Background: an optimization exercise with open tools, aiming at small area, a short achievable clock period and few clock cycles per item. Do not read the settings as production practice.
Only simulation tests tie the RTL to the original design; equivalence was not proved.
Power figures rest on the tool's default switching activity, not on a simulated workload.

==> ember: inputs <==
Design midpoint_ellipse_rasterizer_core, start of the top module:
module midpoint_ellipse_rasterizer_core
#(
   parameter int RADIUS_BITS = 10
)(
   input  wire logic                 clock,
   input  wire logic                 reset,
   input  wire logic                 req_valid,
   output logic                      req_stall,
   input  wire logic                 req_restart,
   output logic                      rsp_valid,
   input  wire logic                 rsp_stall,
   output logic signed [12:0]        rsp_pixel_x,
   output logic signed [12:0]        rsp_pixel_y,
   output logic                      rsp_last_of_step,
   output logic                      rsp_finished,
   input  wire logic                 csr_write_en,
   input  wire logic        [1:0]    csr_index,
   input  wire logic        [11:0]   csr_write_data
);
export LEC_CHECK = 0
export CAP_MARGIN = 20
export CORE_MARGIN = 2
export CORE_UTILIZATION = 40
export SLEW_MARGIN = 20
create_clock -name core_clock -period 11.0 [get_ports {clock}]
run.sh (not shown) runs the stock make flow with config.mk's settings and CLKGATE_MAP_FILE= SYNTH_SCRIPT=/design/flow/synth_recipe.tcl, a recipe that flattens the netlist after the stock synthesis.
==> xenon: changes against ember <==
--- a/flow/design.v
+++ b/flow/design.v
@@ -143,112 +143,74 @@
    logic           rq_v, rq_rs;      
    logic           rsb;              
    logic           seq_v;            
    logic [4:0]     seq_k;            
    logic           c_s1, c_s2, c_tra, c_trb, c_trc, c_sq, c_ld, c_pr;
    logic           c_f1, c_f2, c_done, c_fin, c_first;
    logic           dx1, dx0, qy1, qy0;    
-   logic           r2, complete, cmp, sgn, zer, zacc;
+   logic           r2, complete, cmp, sgn;
    logic [9:0]     x, y;
    logic [RW-1:0]  dr, pr, qr;       
    logic [2*W-1:0] xr, yr;           
    logic           dcs, dcc, qcs, qcc, pcc, ccs, ccc;
    logic [1:0]     dtop, qtop;
    logic           em_act, em_dn, ov;
    logic [1:0]     em_q;
    wire p0 = phs[0], p1 = phs[1], p2 = phs[2], p3 = phs[3];
    wire r1 = !r2;
    wire mb1 = !sgn;                
-   wire a2  = sgn || zer;          
+   wire a2  = sgn;                 
    wire [W-1:0] dh = dr[W-1:0];
    wire [W-1:0] ph_ = pr[W-1:0];
    wire [W-1:0] qh = qr[W-1:0];
    wire [W-1:0] xh = xr[W-1:0], xo = xr[2*W-1:W];
    wire [W-1:0] yh = yr[W-1:0], yo = yr[2*W-1:W];
-   wire lo_ok = p0 || p1;
-   wire hi_ok = p1 || p2;
+   logic lo_ok, hi_ok;               
    wire [W-1:0] x0 = lo_ok ? xh : '0;
    wire [W-1:0] x2 = {lo_ok ? xh[W-3:0] : 8'd0, hi_ok ? xo[W-1:W-2] : 2'd0};
    wire [W-1:0] x3 = {lo_ok ? xh[W-4:0] : 7'd0, hi_ok ? xo[W-1:W-3] : 3'd0};
    wire [W-1:0] x4 = {lo_ok ? xh[W-5:0] : 6'd0, hi_ok ? xo[W-1:W-4] : 4'd0};
    wire [W-1:0] y0 = lo_ok ? yh : '0;
    wire [W-1:0] y2 = {lo_ok ? yh[W-3:0] : 8'd0, hi_ok ? yo[W-1:W-2] : 2'd0};
    wire [W-1:0] y3 = {lo_ok ? yh[W-4:0] : 7'd0, hi_ok ? yo[W-1:W-3] : 3'd0};
    wire [W-1:0] rx0 = p0 ? rx_q : '0;
    wire [W-1:0] ry0 = p0 ? ry_q : '0;
    wire [W-1:0] rx1 = p0 ? {rx_q[8:0], 1'b0} : (p1 ? {9'd0, rx_q[9]} : '0);
    wire [W-1:0] ry1 = p0 ? {ry_q[8:0], 1'b0} : (p1 ? {9'd0, ry_q[9]} : '0);
    wire [W-1:0] qsr = {p3 ? qh[W-1] : qr[W], qh[W-1:1]};      
    wire [W-1:0] d4s = {dh[W-3:0], p0 ? 2'b00 : dtop};        
    wire [W-1:0] q4s = {qh[W-3:0], p0 ? 2'b00 : qtop};        
-   logic [W-1:0] d_src, d_a, d_b, p_src, p_a, q_src, q_a, q_b;
-   logic         d_cs, d_cc, p_cc, q_cs, q_cc;
-   always_comb begin
-      d_src = dh;  d_a = '0; d_b = '0; d_cs = 1'b0; d_cc = 1'b0;
-      p_src = ph_; p_a = '0; p_cc = 1'b0;
-      q_src = qh;  q_a = '0; q_b = '0; q_cs = 1'b0; q_cc = 1'b0;
-      if (c_s1) begin
-         d_a = mb1 ? qh : '0;
-         d_b = mb1 ? '0 : ph_;
-         p_a = y3;
-         q_a = y3;
-         q_b = mb1 ? x3 : '0;
-      end
-      if (c_s2) begin
-         d_a = qh;
-         d_b = a2 ? '0 : ~ph_;
-         d_cc = !a2;
-         p_a = a2 ? y3 : '0;
-         q_a = a2 ? y3 : '0;
-         q_b = x3;
-      end
-      if (c_tra) begin
-         d_a = qsr;  d_b = ~ph_; d_cc = 1'b1;
-         p_a = ~y2;  p_cc = 1'b1;
-         q_a = ~y2;  q_b = x2;   q_cc = 1'b1;
-      end
-      if (c_trb) begin
-         d_a = y2;   d_b = ~x0;  d_cc = 1'b1;
-      end
-      if (c_trc) begin
-         d_b = ~y0;  d_cc = 1'b1;
-      end
-      if (c_sq) begin
-         d_src = c_first ? '0 : d4s;
-         d_a   = dx1 ? rx1 : '0;
-         d_b   = dx0 ? rx0 : '0;
-         q_src = c_first ? '0 : q4s;
-         q_a   = qy1 ? ry1 : '0;
-         q_b   = qy0 ? ry0 : '0;
-      end
-      if (c_ld) begin
-         d_src = '0; p_src = '0; q_src = '0;
-      end
-      if (c_pr) begin
-         d_src = d4s;
-         d_a   = qy1 ? ~x3 : '0;
-         d_b   = qy0 ? ~x2 : '0;
-         d_cs  = qy1;
-         d_cc  = qy0;
-         q_src = q4s;
-         q_a   = qy1 ? ~x4 : '0;
-         q_b   = qy0 ? ~x3 : '0;
-         q_cs  = qy1;
-         q_cc  = qy0;
-      end
-      if (c_f1) begin
-         d_a = y2;  d_b = x0;
-         p_a = y3;
-         q_a = y3;  q_b = x3;
-      end
-      if (c_f2) begin
-         p_a = y2;
-         q_a = y2;
-      end
-   end
+   logic e_dh, e_d4, e_qh, e_q4, e_rx1, e_rx0, e_ry1, e_ry0, e_pr1, e_pr0;
+   logic e_ld_n;
+   function automatic logic [W-1:0] gate(input logic [W-1:0] v, input logic e);
+      gate = v & {W{e}};
+   endfunction
+   wire e_dq  = (c_s1 && mb1) || c_s2;          
+   wire e_dp  = c_s1 && !mb1;                   
+   wire e_dnp = (c_s2 && !a2) || c_tra;         
+   wire e_y3  = c_s1 || (c_s2 && a2) || c_f1;   
+   wire e_qx3 = (c_s1 && mb1) || c_s2 || c_f1;  
+   wire [W-1:0] d_src = gate(dh, e_dh) | gate(d4s, e_d4);
+   wire [W-1:0] d_a   = gate(qh, e_dq) | gate(qsr, c_tra) | gate(y2, c_trb || c_f1)
+                      | gate(rx1, e_rx1) | gate(~x3, e_pr1);
+   wire [W-1:0] d_b   = gate(ph_, e_dp) | gate(~ph_, e_dnp) | gate(~x0, c_trb)
+                      | gate(~y0, c_trc) | gate(x0, c_f1) | gate(rx0, e_rx0)
+                      | gate(~x2, e_pr0);
+   wire         d_cs  = e_pr1;
+   wire         d_cc  = e_dnp || c_trb || e_pr0;
+   wire [W-1:0] p_src = gate(ph_, e_ld_n);
+   wire [W-1:0] p_a   = gate(y3, e_y3) | gate(~y2, c_tra) | gate(y2, c_f2);
+   wire         p_cc  = c_tra;
+   wire [W-1:0] q_src = gate(qh, e_qh) | gate(q4s, e_q4);
+   wire [W-1:0] q_a   = gate(y3, e_y3) | gate(~y2, c_tra) | gate(y2, c_f2)
+                      | gate(ry1, e_ry1) | gate(~x4, e_pr1);
+   wire [W-1:0] q_b   = gate(x3, e_qx3) | gate(x2, c_tra) | gate(ry0, e_ry0)
+                      | gate(~x3, e_pr0);
+   wire         q_cs  = e_pr1;
+   wire         q_cc  = c_tra || e_pr0;
    logic [W-1:0] dn, pn, qn, cn;
    logic         dn_cs, dn_cc, pn_cc, qn_cs, qn_cc, cn_cs, cn_cc, dz, qz_u, cz_u;
    mer_add3 #(.N(W)) u_dadd (
       .a (d_src), .b (d_a), .c (d_b),
       .cs (p0 ? d_cs : dcs), .cc (p0 ? d_cc : dcc),
       .s (dn), .cos (dn_cs), .coc (dn_cc), .z (dz)
    );
@@ -279,18 +241,16 @@
       pcc  <= pn_cc;
       qcs  <= qn_cs;
       qcc  <= qn_cc;
       ccs  <= cn_cs;
       ccc  <= cn_cc;
       dtop <= dh[W-1:W-2];
       qtop <= qh[W-1:W-2];
-      zacc <= p0 ? dz : (zacc && dz);
       if (p3) begin
          sgn <= dn[W-1];
-         zer <= zacc && dz;
          cmp <= cmp_n;
       end
       if (p0 && c_first && c_sq) cmp <= 1'b0;
    end
    wire free    = !ov || !rsp_stall;
    wire em_last = em_act && (em_dn || em_q == 2'd3);
    wire idle_n  = !em_act || (em_last && free);
@@ -349,14 +309,16 @@
    end
    wire do_step = p0 && (c_s1 || c_s2);
    wire do_done = p0 && c_done;
    wire take    = p0 && (c_s1 || c_s2 || c_done || (c_sq && c_first));
    always_ff @(posedge clock) begin
       if (reset) begin
          phs      <= 4'b0001;
+         lo_ok    <= 1'b1;
+         hi_ok    <= 1'b0;
          rq_v     <= 1'b0;
          rq_rs    <= 1'b0;
          rsb      <= 1'b0;
          seq_v    <= 1'b0;
          seq_k    <= 5'd0;
          r2       <= 1'b0;
          complete <= 1'b1;
@@ -369,16 +331,29 @@
          c_ld     <= 1'b0;
          c_pr     <= 1'b0;
          c_f1     <= 1'b0;
          c_f2     <= 1'b0;
          c_done   <= 1'b0;
          c_fin    <= 1'b0;
          c_first  <= 1'b0;
+         e_dh     <= 1'b1;
+         e_d4     <= 1'b0;
+         e_qh     <= 1'b1;
+         e_q4     <= 1'b0;
+         e_ld_n   <= 1'b1;
+         e_rx1    <= 1'b0;
+         e_rx0    <= 1'b0;
+         e_ry1    <= 1'b0;
+         e_ry0    <= 1'b0;
+         e_pr1    <= 1'b0;
+         e_pr0    <= 1'b0;
       end else begin
-         phs <= {phs[2:0], phs[3]};
+         phs   <= {phs[2:0], phs[3]};
+         lo_ok <= p3 || p0;
+         hi_ok <= p0 || p1;
          if (req_valid && !req_stall) begin
             rq_v  <= 1'b1;
             rq_rs <= req_restart;
          end
          if (take) rq_v <= 1'b0;
          if (p3) begin
             c_s1    <= n_s1;
@@ -390,14 +365,25 @@
             c_ld    <= n_ld;
             c_pr    <= n_pr;
             c_f1    <= n_f1;
             c_f2    <= n_f2;
             c_done  <= n_done;
             c_fin   <= n_fin;
             c_first <= n_first;
+            e_dh    <= !(n_sq || n_ld || n_pr);
+            e_d4    <= n_pr || (n_sq && !n_first);
+            e_qh    <= !(n_sq || n_ld || n_pr);
+            e_q4    <= n_pr || (n_sq && !n_first);
+            e_ld_n  <= !n_ld;
+            e_rx1   <= n_sq && n_dx1;
+            e_rx0   <= n_sq && n_dx0;
+            e_ry1   <= n_sq && n_qy1;
+            e_ry0   <= n_sq && n_qy0;
+            e_pr1   <= n_pr && n_qy1;
+            e_pr0   <= n_pr && n_qy0;
             if (seq_v) begin
                seq_k <= seq_k + 5'd1;
                if (n_last) seq_v <= 1'b0;
             end
             if (n_rs) begin
                seq_v <= 1'b1;
                seq_k <= 5'd1;
==> flow/config.mk (replaced) <==
export PLATFORM = sky130hd
export DESIGN_NAME = midpoint_ellipse_rasterizer_core
export DESIGN_NICKNAME = midpoint_ellipse_rasterizer_core
export VERILOG_FILES = /design/flow/design.v
export SDC_FILE = /design/flow/constraint.sdc
export NUM_CORES = 4
export LEC_CHECK = 0
export CAP_MARGIN = 20
export CORE_MARGIN = 2
export CORE_UTILIZATION = 70
export SLEW_MARGIN = 20
==> willow: changes against ember <==
--- a/flow/design.v
+++ b/flow/design.v
@@ -77,26 +77,23 @@
    input  wire logic [N-1:0] a,
    input  wire logic [N-1:0] b,
    input  wire logic [N-1:0] c,
    input  wire logic         cs,
    input  wire logic         cc,
    output logic      [N-1:0] s,
    output logic              cos,
-   output logic              coc,
-   output logic              z
+   output logic              coc
 );
-   logic [N-1:0] x, m, y;
+   logic [N-1:0] x, m;
    assign x   = a ^ b ^ c;
    assign m   = (a & b) | (a & c) | (b & c);
-   assign y   = {m[N-2:0], cs};
    assign cos = m[N-1];
-   assign z   = &(~(x ^ y ^ {x[N-2:0] | y[N-2:0], cc}));
    mer_fadd #(.N(N)) u_add (
       .a  (x),
-      .b  (y),
+      .b  ({m[N-2:0], cs}),
       .ci (cc),
       .s  (s),
       .co (coc)
    );
 endmodule
 `default_nettype wire
 `timescale 1ns / 1ps
@@ -140,29 +137,32 @@
       end
    end
    logic [3:0]     phs;              
    logic           rq_v, rq_rs;      
    logic           rsb;              
    logic           seq_v;            
    logic [4:0]     seq_k;            
-   logic           c_s1, c_s2, c_tra, c_trb, c_trc, c_sq, c_ld, c_pr;
+   logic           c_walk, c_step, c_tra, c_trb, c_trc, c_sq, c_ld, c_pr;
    logic           c_f1, c_f2, c_done, c_fin, c_first;
    logic           dx1, dx0, qy1, qy0;    
    logic           r2, complete, cmp, sgn, zer, zacc;
    logic [9:0]     x, y;
    logic [RW-1:0]  dr, pr, qr;       
    logic [2*W-1:0] xr, yr;           
    logic           dcs, dcc, qcs, qcc, pcc, ccs, ccc;
    logic [1:0]     dtop, qtop;
    logic           em_act, em_dn, ov;
    logic [1:0]     em_q;
    wire p0 = phs[0], p1 = phs[1], p2 = phs[2], p3 = phs[3];
    wire r1 = !r2;
    wire mb1 = !sgn;                
    wire a2  = sgn || zer;          
+   wire sw  = r1 && cmp;           
+   wire s_step = c_step || (c_walk && !sw);
+   wire s_tra  = c_tra  || (c_walk && sw);
    wire [W-1:0] dh = dr[W-1:0];
    wire [W-1:0] ph_ = pr[W-1:0];
    wire [W-1:0] qh = qr[W-1:0];
    wire [W-1:0] xh = xr[W-1:0], xo = xr[2*W-1:W];
    wire [W-1:0] yh = yr[W-1:0], yo = yr[2*W-1:W];
    wire lo_ok = p0 || p1;
    wire hi_ok = p1 || p2;
@@ -182,30 +182,31 @@
    wire [W-1:0] q4s = {qh[W-3:0], p0 ? 2'b00 : qtop};        
    logic [W-1:0] d_src, d_a, d_b, p_src, p_a, q_src, q_a, q_b;
    logic         d_cs, d_cc, p_cc, q_cs, q_cc;
    always_comb begin
       d_src = dh;  d_a = '0; d_b = '0; d_cs = 1'b0; d_cc = 1'b0;
       p_src = ph_; p_a = '0; p_cc = 1'b0;
       q_src = qh;  q_a = '0; q_b = '0; q_cs = 1'b0; q_cc = 1'b0;
-      if (c_s1) begin
-         d_a = mb1 ? qh : '0;
-         d_b = mb1 ? '0 : ph_;
-         p_a = y3;
-         q_a = y3;
-         q_b = mb1 ? x3 : '0;
-      end
-      if (c_s2) begin
-         d_a = qh;
-         d_b = a2 ? '0 : ~ph_;
-         d_cc = !a2;
-         p_a = a2 ? y3 : '0;
-         q_a = a2 ? y3 : '0;
-         q_b = x3;
+      if (s_step) begin
+         if (r1) begin
+            d_a = mb1 ? qh : '0;
+            d_b = mb1 ? '0 : ph_;
+            p_a = y3;
+            q_a = y3;
+            q_b = mb1 ? x3 : '0;
+         end else begin
+            d_a = qh;
+            d_b = a2 ? '0 : ~ph_;
+            d_cc = !a2;
+            p_a = a2 ? y3 : '0;
+            q_a = a2 ? y3 : '0;
+            q_b = x3;
+         end
       end
-      if (c_tra) begin
+      if (s_tra) begin
          d_a = qsr;  d_b = ~ph_; d_cc = 1'b1;
          p_a = ~y2;  p_cc = 1'b1;
          q_a = ~y2;  q_b = x2;   q_cc = 1'b1;
       end
       if (c_trb) begin
          d_a = y2;   d_b = ~x0;  d_cc = 1'b1;
       end
@@ -242,36 +243,36 @@
       end
       if (c_f2) begin
          p_a = y2;
          q_a = y2;
       end
    end
    logic [W-1:0] dn, pn, qn, cn;
-   logic         dn_cs, dn_cc, pn_cc, qn_cs, qn_cc, cn_cs, cn_cc, dz, qz_u, cz_u;
+   logic         dn_cs, dn_cc, pn_cc, qn_cs, qn_cc, cn_cs, cn_cc;
    mer_add3 #(.N(W)) u_dadd (
       .a (d_src), .b (d_a), .c (d_b),
       .cs (p0 ? d_cs : dcs), .cc (p0 ? d_cc : dcc),
-      .s (dn), .cos (dn_cs), .coc (dn_cc), .z (dz)
+      .s (dn), .cos (dn_cs), .coc (dn_cc)
    );
    mer_fadd #(.N(W)) u_padd (
       .a (p_src), .b (p_a), .ci (p0 ? p_cc : pcc),
       .s (pn), .co (pn_cc)
    );
    mer_add3 #(.N(W)) u_qadd (
       .a (q_src), .b (q_a), .c (q_b),
       .cs (p0 ? q_cs : qcs), .cc (p0 ? q_cc : qcc),
-      .s (qn), .cos (qn_cs), .coc (qn_cc), .z (qz_u)
+      .s (qn), .cos (qn_cs), .coc (qn_cc)
    );
    wire [W-1:0] c_b = ~(mb1 ? '0 : x3);
    mer_add3 #(.N(W)) u_cmp (
       .a (qh), .b (~y2), .c (c_b),
       .cs (p0 ? 1'b0 : ccs), .cc (p0 ? 1'b1 : ccc),
-      .s (cn), .cos (cn_cs), .coc (cn_cc), .z (cz_u)
+      .s (cn), .cos (cn_cs), .coc (cn_cc)
    );
-   wire cmp_n = c_s1 ? !cn[W-1] : cmp;    
+   wire dz = (dn == '0);
    always_ff @(posedge clock) begin
       dr   <= {dn, dr[RW-1:W]};
       pr   <= {pn, pr[RW-1:W]};
       qr   <= {qn, qr[RW-1:W]};
       xr   <= {(c_ld && lo_ok) ? dh : xh, xo};
       yr   <= {(c_ld && lo_ok) ? qh : yh, yo};
       dcs  <= dn_cs;
@@ -283,29 +284,29 @@
       ccc  <= cn_cc;
       dtop <= dh[W-1:W-2];
       qtop <= qh[W-1:W-2];
       zacc <= p0 ? dz : (zacc && dz);
       if (p3) begin
          sgn <= dn[W-1];
          zer <= zacc && dz;
-         cmp <= cmp_n;
+         if (c_step && r1) cmp <= !cn[W-1];
       end
       if (p0 && c_first && c_sq) cmp <= 1'b0;
    end
    wire free    = !ov || !rsp_stall;
    wire em_last = em_act && (em_dn || em_q == 2'd3);
    wire idle_n  = !em_act || (em_last && free);
    wire rq_n    = rq_v || (req_valid && !req_stall);
    wire rs_n    = rq_v ? rq_rs : req_restart;
    wire yz      = (y == 10'd0);
-   logic n_s1, n_s2, n_tra, n_sq, n_ld, n_pr, n_f1, n_f2, n_trb, n_trc, n_done, n_fin;
+   logic n_walk, n_sq, n_ld, n_pr, n_f1, n_f2, n_trb, n_trc, n_done, n_fin;
    logic n_first, n_rs, n_dx1, n_dx0, n_qy1, n_qy0, n_last;
    logic [3:0] jb;
    always_comb begin
-      n_s1 = 1'b0; n_s2 = 1'b0; n_tra = 1'b0; n_sq = 1'b0; n_ld = 1'b0; n_pr = 1'b0; n_f1 = 1'b0;
+      n_walk = 1'b0; n_sq = 1'b0; n_ld = 1'b0; n_pr = 1'b0; n_f1 = 1'b0;
       n_f2 = 1'b0; n_trb = 1'b0; n_trc = 1'b0; n_done = 1'b0; n_fin = 1'b0;
       n_first = 1'b0; n_rs = 1'b0; n_last = 1'b0;
       if (seq_v) begin
          case (seq_k)
             5'd1, 5'd2, 5'd3, 5'd4:     n_sq = 1'b1;
             5'd5:                       n_ld = 1'b1;
             5'd6, 5'd7, 5'd8, 5'd9,
@@ -318,54 +319,48 @@
       end else if (rq_n && idle_n) begin
          if (rs_n) begin
             n_sq    = 1'b1;
             n_first = 1'b1;
             n_rs    = 1'b1;
          end else if (complete) begin
             n_done = 1'b1;
-         end else if (r2) begin
-            if (yz) begin
-               n_done = 1'b1;
-               n_fin  = 1'b1;
-            end else begin
-               n_s2 = 1'b1;
-            end
-         end else if (cmp_n) begin
-            n_tra = 1'b1;
+         end else if (r2 && yz) begin
+            n_done = 1'b1;
+            n_fin  = 1'b1;
          end else begin
-            n_s1 = 1'b1;
+            n_walk = 1'b1;
          end
       end
       case (seq_v ? seq_k : 5'd0)
          5'd0, 5'd6:  jb = 4'd8;
          5'd1, 5'd7:  jb = 4'd6;
          5'd2, 5'd8:  jb = 4'd4;
          5'd3, 5'd9:  jb = 4'd2;
          default:     jb = 4'd0;
       endcase
       n_dx1 = rx_q[jb + 4'd1];
       n_dx0 = rx_q[jb];
       n_qy1 = ry_q[jb + 4'd1];
       n_qy0 = ry_q[jb];
    end
-   wire do_step = p0 && (c_s1 || c_s2);
+   wire do_step = p0 && c_walk && !sw;
    wire do_done = p0 && c_done;
-   wire take    = p0 && (c_s1 || c_s2 || c_done || (c_sq && c_first));
+   wire take    = p0 && (c_walk ? !sw : (c_done || (c_sq && c_first)));
    always_ff @(posedge clock) begin
       if (reset) begin
          phs      <= 4'b0001;
          rq_v     <= 1'b0;
          rq_rs    <= 1'b0;
          rsb      <= 1'b0;
          seq_v    <= 1'b0;
          seq_k    <= 5'd0;
          r2       <= 1'b0;
          complete <= 1'b1;
-         c_s1     <= 1'b0;
-         c_s2     <= 1'b0;
+         c_walk   <= 1'b0;
+         c_step   <= 1'b0;
          c_tra    <= 1'b0;
          c_trb    <= 1'b0;
          c_trc    <= 1'b0;
          c_sq     <= 1'b0;
          c_ld     <= 1'b0;
          c_pr     <= 1'b0;
          c_f1     <= 1'b0;
@@ -377,17 +372,17 @@
          phs <= {phs[2:0], phs[3]};
          if (req_valid && !req_stall) begin
             rq_v  <= 1'b1;
             rq_rs <= req_restart;
          end
          if (take) rq_v <= 1'b0;
          if (p3) begin
-            c_s1    <= n_s1;
-            c_s2    <= n_s2;
-            c_tra   <= n_tra;
+            c_walk  <= n_walk;
+            c_step  <= 1'b0;
+            c_tra   <= 1'b0;
             c_trb   <= n_trb;
             c_trc   <= n_trc;
             c_sq    <= n_sq;
             c_ld    <= n_ld;
             c_pr    <= n_pr;
             c_f1    <= n_f1;
             c_f2    <= n_f2;
@@ -400,21 +395,24 @@
             end
             if (n_rs) begin
                seq_v <= 1'b1;
                seq_k <= 5'd1;
                rsb   <= 1'b1;
             end
             if (c_f2) rsb <= 1'b0;
-            if (n_tra) begin
+         end
+         if (p0) begin
+            c_walk <= 1'b0;
+            c_step <= c_walk && !sw;
+            c_tra  <= c_walk && sw;
+            if (c_walk && sw) begin
                seq_v <= 1'b1;
                seq_k <= 5'd24;
                r2    <= 1'b1;
             end
-         end
-         if (p0) begin
             if (c_sq && c_first) begin
                r2       <= 1'b0;
                complete <= (ry_q == 10'd0);
             end
             if (c_done && c_fin) complete <= 1'b1;
          end
       end
@@ -423,16 +421,16 @@
       if (p3) begin
          dx1 <= n_dx1;
          dx0 <= n_dx0;
          qy1 <= n_qy1;
          qy0 <= n_qy0;
       end
    end
-   wire       ax = c_s1 || a2;         
-   wire       by = c_s2 || mb1;        
+   wire       ax = r1 || a2;           
+   wire       by = r2 || mb1;          
    logic [9:0] xinc, ydec, xall, ynone;
    always_comb begin
       xall[0]  = 1'b1;
       ynone[0] = 1'b1;
       for (int i = 1; i < 10; i++) begin
          xall[i]  = xall[i-1] & x[i-1];
          ynone[i] = ynone[i-1] & ~y[i-1];
==> comparison table <==
|  | willow | ember | xenon |
|---|---|---|---|
| Sequential cell power | 1.48 mW | 1.43 mW | 1.48 mW |
| Final core area utilization | 0.456 | 0.460 | 0.790 |
| Growth of design area from synthesis to finish | 13.1% | 13.0% | 11.5% |
| Data required time of the critical path | 11.31 ns | 11.38 ns | 11.43 ns |
| Clock network power | 1.21 mW | 1.13 mW | 1.08 mW |
| Clock input transition at the sequential cells of the worst setup and hold paths | 0.06 ns | 0.08 ns | 0.06 ns |
| Status | complete, no violations | complete, no violations | complete, no violations |
| Worst setup slack for register-to-register paths | 5.99 ns | 5.42 ns | 6.18 ns |
| Met2 capacity usage during global routing | 0.375 | 0.354 | 0.598 |
| Slew at the pin closest to its max-slew limit | 1.01 ns | 0.986 ns | 1.13 ns |
| Routability Congestion | 0.996 | 1.00 | 1.01 |
| Initial antenna violation count | 1 | 0 | 0 |
| Total Die Area | 41500 um2 | 41100 um2 | 22300 um2 |
| Routed WL per cell | 21.2 um | 21.1 um | 23.0 um |
| Multi-input gate share of total cell area | 0.474 | 0.467 | 0.452 |
| Total iterations of the first detailed-routing run | 5 | 6 | 6 |
Testbench counts of ember, summed over its fixed seeds: cycles 107,476, items 102,668.
Testbench counts of xenon, summed over its fixed seeds: cycles 107,476, items 102,668.
Testbench counts of willow, summed over its fixed seeds: cycles 107,476, items 102,668.

separate check: timing with driven ports:
The flow's constraints put no driver on any port. The routed layouts listed below were extracted and timed again, unchanged, in two steps. Step 1 sets driving cells, clkbuf_16 on the clock port and buf_2 on the other inputs (assumed; they add their load-dependent delay and slew). Step 2 also shifts input and output timing later by t, the mid clock arrival at the registers, as if the neighbouring blocks saw the same clock. Three values: ideal ports, drivers, drivers and shift; two values: the first two.
run	t, ns	setup WS [ns]	worst setup path after step 2	worst data-port slew with drivers (ns)	cell pins on the clock port's net
ember	0.599	5.425 / 5.425 / 5.425	register to register	0.05	1
xenon	0.604	6.181 / 6.181 / 6.181	register to register	0.05	1
willow	0.601	5.989 / 5.989 / 5.989	register to register	0.07	1
After both steps setup and hold are still met in every run listed.
